Background: an optimization exercise with open tools, aiming at small area, a short achievable clock period and few clock cycles per item. Do not read the settings as production practice. In this exercise RTL edits were held to simulation tests only and were not proved equivalent to the original. Power and IR drop assume default switching activity.

## design/flow/config.mk

```make
export PLATFORM = sky130hd
export DESIGN_NAME = dcache
export DESIGN_NICKNAME = dcache
export VERILOG_FILES = /design/flow/design.v
export SDC_FILE = /design/flow/constraint.sdc
export NUM_CORES = 4
export LEC_CHECK = 0
export CAP_MARGIN = 30
export CELL_PAD_IN_SITES_DETAIL_PLACEMENT = 1
export CELL_PAD_IN_SITES_GLOBAL_PLACEMENT = 2
export CORE_MARGIN = 2
export CORE_UTILIZATION = 50
export CTS_BUF_LIST = sky130_fd_sc_hd__clkbuf_8
export CTS_CLUSTER_DIAMETER = 40
export CTS_CLUSTER_SIZE = 20
export PLACE_DENSITY = 0.6
export SETUP_SLACK_MARGIN = 4.8
export SLEW_MARGIN = 40
export TNS_END_PERCENT = 5
```

## design/flow/constraint.sdc

```tcl
create_clock -name core_clock -period 8.0 [get_ports {CLK}]
set_input_delay 1.6000 -clock core_clock [delete_from_list [all_inputs] [get_ports {CLK}]]
set_output_delay 1.6000 -clock core_clock [all_outputs]
set_load 0.01 [all_outputs]
```

## design/flow/design.v

```verilog
package dcache_pkg;
	localparam int N_SETS = 8;
	localparam int IDX_W  = 3;
	localparam int TAG_W  = 26;
	typedef logic [31:0] word_t;
	typedef logic [TAG_W-1:0] tag_t;
	typedef logic [IDX_W-1:0] idx_t;
endpackage
`timescale 1ns/1ps
module dcache (
	input logic CLK,
	input logic nRST,
	input logic dmemREN,
	input logic dmemWEN,
	input dcache_pkg::word_t dmemaddr,
	input dcache_pkg::word_t dmemstore,
	input logic halt,
	output logic dhit,
	output dcache_pkg::word_t dmemload,
	output logic flushed,
	input logic dwait,
	input dcache_pkg::word_t dload,
	output logic dREN,
	output logic dWEN,
	output dcache_pkg::word_t daddr,
	output dcache_pkg::word_t dstore
);
	localparam int NS = dcache_pkg::N_SETS;
	logic [NS-1:0][25:0] tag0, tag1;
	logic [NS-1:0][31:0] dat00, dat01, dat10, dat11;   
	logic [NS-1:0] dirty0, dirty1, valid0, valid1;
	logic [NS-1:0] lru;   
	logic st_wb0, st_wb1;     
	logic st_fill0, st_fill1;   
	logic st_flp;     
	logic st_fl;      
	logic st_done;    
	logic fword;
	logic bg;         
	logic idle;
	logic dhit_q, cm_q;   
	logic act_q;          
	logic dren_q, dwen_q, flushed_q;
	logic [29:0] daddr_q;
	logic [31:0] dstore_q, dmemload_q;
	logic [NS-1:0] decq;
	logic offq, storeq, m0q, m1q, hpq;
	logic [2:0] pidx;
	logic pway;
	logic [1:0] have;   
	logic req, store;
	logic [2:0] idx;
	logic off;
	logic [25:0] atag;
	logic [NS-1:0] dec, pdec;
	assign req = dmemREN | dmemWEN;
	assign store = dmemWEN;
	assign idx = dmemaddr[5:3];
	assign off = dmemaddr[2];
	assign atag = dmemaddr[31:6];
	assign idle = ~(st_wb0 | st_wb1 | st_fill0 | st_fill1 | st_flp | st_fl | st_done);
	always_comb begin
		for (int s = 0; s < NS; s++) begin
			dec[s] = (idx == s);
			pdec[s] = (pidx == s);
		end
	end
	logic [NS-1:0] g0, g1;
	logic anyd, fway, flushing;
	logic [2:0] fidx;
	always_comb begin
		logic seen;
		seen = 1'b0;
		for (int s = 0; s < NS; s++) begin
			g0[s] = dirty0[s] & ~seen;
			seen = seen | dirty0[s];
		end
		for (int s = 0; s < NS; s++) begin
			g1[s] = dirty1[s] & ~seen;
			seen = seen | dirty1[s];
		end
		fidx = '0;
		for (int s = 0; s < NS; s++) if (g0[s] | g1[s]) fidx = 3'(s);
	end
	assign anyd = |{dirty0, dirty1};
	assign fway = ~(|dirty0);
	assign flushing = st_flp | st_fl;
	logic [NS-1:0] rsel0, rsel1;
	assign rsel0 = flushing ? g0 : dec;
	assign rsel1 = flushing ? g1 : dec;
	logic [31:0] y00, y01, y10, y11;
	always_comb begin
		y00 = '0; y01 = '0; y10 = '0; y11 = '0;
		for (int s = 0; s < NS; s++) begin
			y00 = y00 | (dat00[s] & {32{rsel0[s]}});
			y01 = y01 | (dat01[s] & {32{rsel0[s]}});
			y10 = y10 | (dat10[s] & {32{rsel1[s]}});
			y11 = y11 | (dat11[s] & {32{rsel1[s]}});
		end
	end
	logic [NS-1:0] eq0, eq1;
	logic m0, m1, hit, vway, vdirty;
	always_comb begin
		for (int s = 0; s < NS; s++) begin
			eq0[s] = valid0[s] & (tag0[s] == atag);
			eq1[s] = valid1[s] & (tag1[s] == atag);
		end
	end
	assign m0 = |(eq0 & dec);
	assign m1 = |(eq1 & dec);
	assign hit = m0 | m1;
	assign vway = |(lru & dec);
	assign vdirty = vway ? |(dirty1 & dec) : |(dirty0 & dec);
	logic [NS-1:0] tsel0, tsel1;
	logic [25:0] vtag;
	always_comb begin
		for (int s = 0; s < NS; s++) begin
			tsel0[s] = flushing ? g0[s] : (dec[s] & ~lru[s]);
			tsel1[s] = flushing ? g1[s] : (dec[s] & lru[s]);
		end
		vtag = '0;
		for (int s = 0; s < NS; s++) begin
			vtag = vtag | (tag0[s] & {26{tsel0[s]}}) | (tag1[s] & {26{tsel1[s]}});
		end
	end
	logic look, hp, st_conf, hit_ok, go_hit, free, go_miss;
	logic wb0_done, wb1_done, fill0_done, fill1_done, fl_done;
	assign wb0_done = st_wb0 & ~dwait;
	assign wb1_done = st_wb1 & ~dwait;
	assign fill0_done = st_fill0 & ~dwait;
	assign fill1_done = st_fill1 & ~dwait;
	assign fl_done = st_fl & ~dwait;
	assign look = req & ~dhit_q;
	assign hp = bg & (idx == pidx) & (pway ? m1 : m0);
	assign hit_ok = hit & ~(hp & ~store & ~have[off]);
	assign st_conf = store & bg & ~have[off] &
			(off ? ((st_fill1 & dwait) | fill0_done) : (st_fill0 & dwait));
	assign go_hit = look & (idle | bg) & hit_ok & ~st_conf;
	assign free = idle | (bg & fill1_done);
	assign go_miss = look & free & ~hit;
	logic inst, cdone;
	assign cdone = (st_wb1 & storeq) | (st_fill0 & ~bg & ~storeq & ~offq) | (st_fill1 & ~bg);
	assign inst = (dhit_q & cm_q) | (cdone & ~dwait);
	assign dhit = dhit_q;
	assign dmemload = dmemload_q;
	assign dREN = dren_q;
	assign dWEN = dwen_q;
	assign daddr = {daddr_q, 2'b00};
	assign dstore = dstore_q;
	assign flushed = flushed_q;
	logic sthit, stnow, stwait, fp0, fp1;
	assign sthit = act_q & storeq;
	assign stnow = dhit_q & cm_q & storeq;   
	assign stwait = st_wb1 & storeq;         
	assign fp0 = st_fill0 & ~have[0] & ~(stnow & ~offq);
	assign fp1 = st_fill1 & ~have[1];
	logic [31:0] wd0, wd1;   
	assign wd0 = fp0 ? dload : dmemstore;
	assign wd1 = fp1 ? dload : dmemstore;
	logic [NS-1:0] en00, en01, en10, en11;
	always_comb begin
		for (int s = 0; s < NS; s++) begin
			en00[s] = (~offq & ((sthit & m0q & decq[s]) | (stnow & ~pway & pdec[s]))) |
				(~dwait & ~pway & pdec[s] & (fp0 | (stwait & ~offq)));
			en01[s] = (offq & ((sthit & m0q & decq[s]) | (stnow & ~pway & pdec[s]))) |
				(~dwait & ~pway & pdec[s] & (fp1 | (stwait & offq)));
			en10[s] = (~offq & ((sthit & m1q & decq[s]) | (stnow & pway & pdec[s]))) |
				(~dwait & pway & pdec[s] & (fp0 | (stwait & ~offq)));
			en11[s] = (offq & ((sthit & m1q & decq[s]) | (stnow & pway & pdec[s]))) |
				(~dwait & pway & pdec[s] & (fp1 | (stwait & offq)));
		end
	end
	always_ff @(posedge CLK) begin
		for (int s = 0; s < NS; s++) begin
			if (en00[s]) dat00[s] <= wd0;
			if (en01[s]) dat01[s] <= wd1;
			if (en10[s]) dat10[s] <= wd0;
			if (en11[s]) dat11[s] <= wd1;
			if (inst & pdec[s] & ~pway) tag0[s] <= atag;
			if (inst & pdec[s] & pway) tag1[s] <= atag;
		end
		decq <= dec;
		offq <= off;
		storeq <= store;
		m0q <= m0;
		m1q <= m1;
		hpq <= hp;
		if (cdone & ~dwait) dmemload_q <= dload;
		else dmemload_q <= m1 ? (off ? y11 : y10) : (off ? y01 : y00);
		if (look & free) begin
			pidx <= idx;
			pway <= vway;
			have <= 2'b00;
		end else begin
			if (fill0_done) have[0] <= 1'b1;
			if (fill1_done) have[1] <= 1'b1;
			if (stnow | (stwait & ~dwait) | (sthit & hpq)) have[offq] <= 1'b1;
		end
		if (look & free) begin
			daddr_q <= {vdirty ? vtag : atag, idx, 1'b0};
			dstore_q <= vway ? y10 : y00;
		end else if (st_flp) begin
			daddr_q <= {vtag, fidx, 1'b0};
			dstore_q <= fway ? y10 : y00;
		end else if (wb0_done) begin
			daddr_q[0] <= 1'b1;
			dstore_q <= pway ? y11 : y01;
		end else if (fl_done & ~fword) begin
			daddr_q[0] <= 1'b1;
			dstore_q <= fway ? y11 : y01;
		end else if (wb1_done) begin
			daddr_q <= {atag, idx, 1'b0};
		end else if (fill0_done) begin
			daddr_q[0] <= 1'b1;
		end
	end
	always_ff @(posedge CLK, negedge nRST) begin
		if (!nRST) begin
			valid0 <= '0;
			valid1 <= '0;
			dirty0 <= '0;
			dirty1 <= '0;
			lru <= '0;
		end else begin
			for (int s = 0; s < NS; s++) begin
				if (act_q & decq[s]) begin
					lru[s] <= m0q;   
					if (storeq & m0q) dirty0[s] <= 1'b1;
					if (storeq & m1q) dirty1[s] <= 1'b1;
				end
				if (inst & pdec[s]) begin
					lru[s] <= ~pway;
					if (~pway) begin
						valid0[s] <= 1'b1;
						dirty0[s] <= storeq;
					end else begin
						valid1[s] <= 1'b1;
						dirty1[s] <= storeq;
					end
				end
				if (fl_done & fword) begin
					if (g0[s]) dirty0[s] <= 1'b0;
					if (g1[s]) dirty1[s] <= 1'b0;
				end
			end
		end
	end
	always_ff @(posedge CLK, negedge nRST) begin
		if (!nRST) begin
			st_wb0 <= 1'b0;
			st_wb1 <= 1'b0;
			st_fill0 <= 1'b0;
			st_fill1 <= 1'b0;
			st_flp <= 1'b0;
			st_fl <= 1'b0;
			st_done <= 1'b0;
			fword <= 1'b0;
			bg <= 1'b0;
			dhit_q <= 1'b0;
			cm_q <= 1'b0;
			act_q <= 1'b0;
			dren_q <= 1'b0;
			dwen_q <= 1'b0;
			flushed_q <= 1'b0;
		end else begin
			dhit_q <= go_hit | (cdone & ~dwait);
			act_q <= go_hit;
			cm_q <= 1'b0;
			if (inst) bg <= 1'b1;
			if (wb0_done) begin
				st_wb0 <= 1'b0;
				st_wb1 <= 1'b1;
			end
			if (wb1_done) begin
				st_wb1 <= 1'b0;
				st_fill0 <= 1'b1;
				dwen_q <= 1'b0;
				dren_q <= 1'b1;
			end
			if (fill0_done) begin
				st_fill0 <= 1'b0;
				st_fill1 <= 1'b1;
			end
			if (fill1_done) begin
				st_fill1 <= 1'b0;
				dren_q <= 1'b0;
				bg <= 1'b0;
			end
			if (idle & halt & ~req) st_flp <= 1'b1;
			if (st_flp) begin
				st_flp <= 1'b0;
				if (anyd) begin
					st_fl <= 1'b1;
					fword <= 1'b0;
					dwen_q <= 1'b1;
				end else begin
					st_done <= 1'b1;
					flushed_q <= 1'b1;
				end
			end
			if (fl_done) begin
				fword <= 1'b1;
				if (fword) begin
					st_fl <= 1'b0;
					st_flp <= 1'b1;
					dwen_q <= 1'b0;
				end
			end
			if (go_miss) begin
				bg <= 1'b0;
				if (vdirty) begin
					st_wb0 <= 1'b1;
					dwen_q <= 1'b1;
				end else begin
					st_fill0 <= 1'b1;
					dren_q <= 1'b1;
					if (store) begin
						dhit_q <= 1'b1;
						cm_q <= 1'b1;
					end
				end
			end
		end
	end
endmodule
```

## design/flow/flow/run.sh

```bash
#!/bin/bash
# The standard layout, with plain buffers (buf_4) as the port buffers instead of
# the delay cell that buffer_ports picks by itself. Every port is still buffered.
set -euo pipefail
export BUFFER_PORTS_ARGS="-buffer_cell sky130_fd_sc_hd__buf_4"
bash standard.sh > standard_flow.log 2>&1
```

## design/flow/standard.sh

```bash
#!/bin/bash
# synth_recipe.tcl (not shown) runs the flow's synth.tcl, then flattens the netlist and writes it again
# the make line also repeats each setting of config.mk as NAME=value (left out here)
make -C /OpenROAD-flow-scripts/flow DESIGN_CONFIG=/design/flow/config.mk WORK_HOME=/design/flow/orfs CLKGATE_MAP_FILE= SYNTH_SCRIPT=/design/flow/synth_recipe.tcl "${@:-finish}"
```

==> run summary <==
what timing repair did:
item | in CTS | in global routing
pin swaps | 44 | 36
resized for setup | 193 | 185
endpoints found under the hold margin | 0 | 0
cloned | 16 | 7
setup buffers | 81 | 30
endpoints found under the setup margin | 1113 | 1068
flip-flops by register name, indices dropped and copies added (netlist names), 30 cells and up:
| name | count |
|---|---|
| tag1 | 208 |
| dmemload_q | 32 |
| dat01 | 256 |
| dat11 | 256 |
| dstore_q | 32 |
| daddr_q | 30 |
| tag0 | 208 |
| dat10 | 256 |
| dat00 | 256 |
synth_stat cells, drive strengths merged (8+ instances only):
library cell and number:
or2 23, a22oi 251, o21ai 92, o211ai 23, buf 173, a32oi 21, nor4 44, o221ai 14
a222oi 165, a21o 15, dfxtp 48, nand4 210, and3 20, a31oi 36, edfxtp 1505, a22o 141
nor4b 9, xnor2 417, nor3 92, a21oi 92, clkbuf 99, dfrtp 54, a2bb2oi 9, a211oi 32
o22ai 31, nand2b 12, nand3b 8, nor2b 8, nor2 162, nand3 77, mux2i 36, nor3b 8
a221oi 45, mux2 91, inv 21, nand2 337
cell type report:
class	count	area share, %
flip-flops and latches	1607	59.19
multi-input cells	2583	25.09
repair buffers	482	6.436
clock buffers	224	3.841
well taps	1768	2.756
clock inverters	192	2.532
inverters	22	0.1419
diodes	5	0.01559
power breakdown:
group	switching, mW	internal [mW]
Sequential	0.470	10.3
Clock	3.73	3.59
Combinational	5.80	2.96
Total	10.0	16.8
cells in the final DEF, fill, tap and decap left out, types with 24 or more instances in the layout:
cell type                    count
sky130_fd_sc_hd__a211oi_1       30
sky130_fd_sc_hd__a21oi_1        81
sky130_fd_sc_hd__a221oi_1       42
sky130_fd_sc_hd__a222oi_1      165
sky130_fd_sc_hd__a22o_1        140
sky130_fd_sc_hd__a22oi_1       241
sky130_fd_sc_hd__a31oi_1        30
sky130_fd_sc_hd__buf_12         40
sky130_fd_sc_hd__buf_16         24
sky130_fd_sc_hd__buf_4         334
sky130_fd_sc_hd__buf_6          30
sky130_fd_sc_hd__clkbuf_8      227
sky130_fd_sc_hd__clkinv_4       28
sky130_fd_sc_hd__clkinvlp_4     30
sky130_fd_sc_hd__dfrtp_1        53
sky130_fd_sc_hd__dfxtp_1        47
sky130_fd_sc_hd__edfxtp_1     1505
sky130_fd_sc_hd__inv_6          45
sky130_fd_sc_hd__mux2_2         90
sky130_fd_sc_hd__mux2i_1        34
sky130_fd_sc_hd__nand2_1       330
sky130_fd_sc_hd__nand3_1        76
sky130_fd_sc_hd__nand4_1       209
sky130_fd_sc_hd__nor2_1        143
sky130_fd_sc_hd__nor3_1         77
sky130_fd_sc_hd__o21ai_0        36
sky130_fd_sc_hd__o21ai_1        26
sky130_fd_sc_hd__o21ai_4        27
sky130_fd_sc_hd__xnor2_1       373
routing by layer:
layer,track usage [%],part of all wire (%),up-vias,wire length (um)
met5,0,0.0049,-,13
li1,-,-,18971,-
met3,10.69,13,395,35590
met4,9.958,2.5,2,6671
met1,56.62,41,24738,109200
met2,54.78,43,3147,115500
final timing paths:
| path | from | endpoint | slack [ns] | cells past startpoint |
|---|---|---|---|---|
| hold reg to reg | valid0[2] | valid0[2] | 0.48 | 1 |
| hold / removal | nRST | valid0[7] | 0.44 | 1 |
| setup reg to reg | dirty0[1] | daddr_q[4] | 4.50 | 10 |
| setup / recovery | dmemaddr[3] | daddr_q[4] | 4.40 | 11 |
| min in group core_clock | valid0[2] | valid0[2] | 0.48 | 1 |
| max in group asynchronous | nRST | dirty0[0] | 6.57 | 2 |
stage by stage:
stage	power (mW)	hold WS (ns)	utilization, %
global placement	18.33	0.4512	53.37
floorplan	14.96	0.4343	-
finish	26.84	0.4359	60.14
CTS	26.47	0.3616	59.00
detailed placement	18.54	0.4531	53.66
global route	27.61	0.3819	60.14
critical path: cells and delay by family:
kind                   cells  cell delay (ns)
AND/OR/NAND/NOR            3             0.49
buffers and inverters      4             0.67
AO/OA/AOI/OAI              4             1.48
kinds of logic (layout without fill, tap and decap cells):
kind of cell	count (synthesis)	in the layout	share of synthesized area, %
other cells	1	7	0.005572
flops	1607	1607	70.58
buf+inv	294	920	2.320
mux	129	130	2.143
compound gates	1001	1003	11.73
xor+xnor	419	419	5.575
simple gates	1028	1029	7.644
==> results by group <==
Finish
  – Multi-input gate area in the final layout: 0.02014 mm^2
  – Register area: 0.04751 mm^2
  – Final standard cell count with taps included and fillers excluded: 6883
  – Number of nets in the layout: 5017
  – Proportion of layout cells with a drive suffix above 1: 24.31%
  – Layout filler cell count: 12204
  – Area of all placed cells without fillers: 0.08027 mm^2
  – Layout area overhead: 19.26%

Logic synthesis
  – Number of enable-type register cells in the synthesized netlist: 1505
  – Sequential element share of the synthesized area: 70.58%
  – Async set or reset register ratio after synthesis: 3.360%
  – Syn Std Cell Area: 0.06730 mm^2
  – Number of distinct library cells after synthesis: 91
  – Number of standard cells after synthesis: 4479
  – Library cell with the largest summed area after synthesis: sky130_fd_sc_hd__edfxtp_1
  – FF+latch count, synth: 1607
  – Syn Area/Cell: 15.03 um^2
  – Yosys top cell area share: 67.15%
  – Count of warnings emitted by yosys: 1
  – Top_reg_cell synth: sky130_fd_sc_hd__edfxtp_1
  – Top cells by area in the synthesized netlist: sky130_fd_sc_hd__edfxtp_1, sky130_fd_sc_hd__xnor2_1, sky130_fd_sc_hd__a22oi_1

Timing
  – Clock Skew: 0.04764 ns
  – Final worst-path setup slack: 4.404 ns
  – Achievable Freq: 0.2781 GHz
  – Share of the clock period used by the worst path after layout: 44.95%
  – Slew Viols, Final: 0
  – Finish-stage setup viols: 0
  – Fin crit period: 3.596 ns
  – Slew HR: 33.44%
  – Measured slew at the worst slew-check pin: 0.9985 ns
  – Setup TNS: 0 ns
  – RSZ-0062 raised after global routing: true
  – Hold violation total from the final report: 0

Job
  – Number of max-cap violations: 0

Clock network
  – TritonCTS clock tree: built
  – TritonCTS buffer count: 219
  – Clk Latency, worst-skew pair: 0.98 ns
  – # H-tree levels: 4
  – Root Buffer: sky130_fd_sc_hd__clkbuf_8
  – Number of hold buffers added after CTS: 0
  – Maximum count of clock buffers along a single path: 3
  – Sink count of the clock tree: 1607
  – Clock edge transition at the registers on the reported setup and hold paths: 0.07 ns

Placement
  – Gp weighted congestion: 0.9717
  – Cell Area, Placed: 0.07162 mm^2
  – Number of I/O port buffers: 197
  – Post-placement worst setup slack: 2.339 ns
  – Half-perimeter wire length of the detailed placement result: 155600 um
  – Post-Place Cells: 6322

Routing
  – Number of vias per cell after detailed routing: 6.865
  – Vias: 47253
  – Mean routed wirelength per cell: 38.78 um
  – Number of detailed-routing iterations run before antenna repair: 9
  – Routed Antenna Nets: 0
  – Detailed Route Iter0 Violations: 7698
  – Detailed Route WL: 266900 um
  – Drc violations: 0

GRT
  – Via count of the first global-routing pass: 45738
  – Wire length of the first global-routing pass: 361700 um
  – Leftover overflow at the end of global routing: 0
  – Number of antenna violations at the first check in global routing: 13
  – Pin count of the biggest net entering global routing: 64
  – GRT Resource Usage Total: 38.00%

Floorplanning
  – Number of standard-cell rows in the floorplan: 134
  – Height of the die: 370.9 um
  – Die width: 370.9 um
  – I/O pin count: 202
  – Effective utilization at floorplan: 50.43%
  – Die ar.: 0.1376 mm^2
  – Area of the core: 0.1335 mm^2

Pwr
  – PD cells: 334.4 mW/mm^2
  – Leakage component of the power: 26.30 nW
  – Worst supply voltage drop on vdd: 0.0002207 V

Setup path
  – Worst Path Required: 8.66 ns
  – Stage delay of the slowest cell on the critical path: 0.78 ns
  – Crit path capture type: register
  – Worst-path cell chain: buf_16 -> nor3b_4 -> buf_6 -> buf_4 -> nand3_1 -> o31ai_4 -> buf_4 -> a222oi_1 -> nand3_1 -> a221oi_1 -> a31oi_1
  – Arrival time worst endpoint: 4.25 ns
  – Worst Path Class, Setup: input port to register
  – Critical path's slowest cell: sky130_fd_sc_hd__a222oi_1
  – Largest fanout of any net on the critical path: 26
  – Critical Path Source Type: input port

Min path
  – Hold WC Path Type: input port to async pin

Run status
  – Outcome: finished clean
Testbench counts, summed over its fixed seeds: cycles 90,386, requests 24,000.

## static timing again, ports no longer ideal
The results above use ideal ports. As a check the final layout listed here was re-extracted and re-timed, cells and wires unchanged.
Step 1 sets driving cells, clkbuf_16 on the clock port and buf_2 on the other inputs (assumed; they add their load-dependent delay and slew).
Step 2 also shifts input and output timing later by t, the mid clock arrival at the registers, as if the neighbouring blocks saw the same clock.
Slacks: ideal ports / drivers / drivers and shift; pairs: ideal ports / drivers.
t (ns): 1.033
setup slack, ns: 4.404 / 4.207 / 3.174
worst setup path after step 2: input to register
worst register clock-pin slew, ns: 0.10 / 0.10
After both steps setup and hold are still met in this run. The setup slack of this run moves by -0.197 ns with the drivers and by -1.230 ns with both steps.
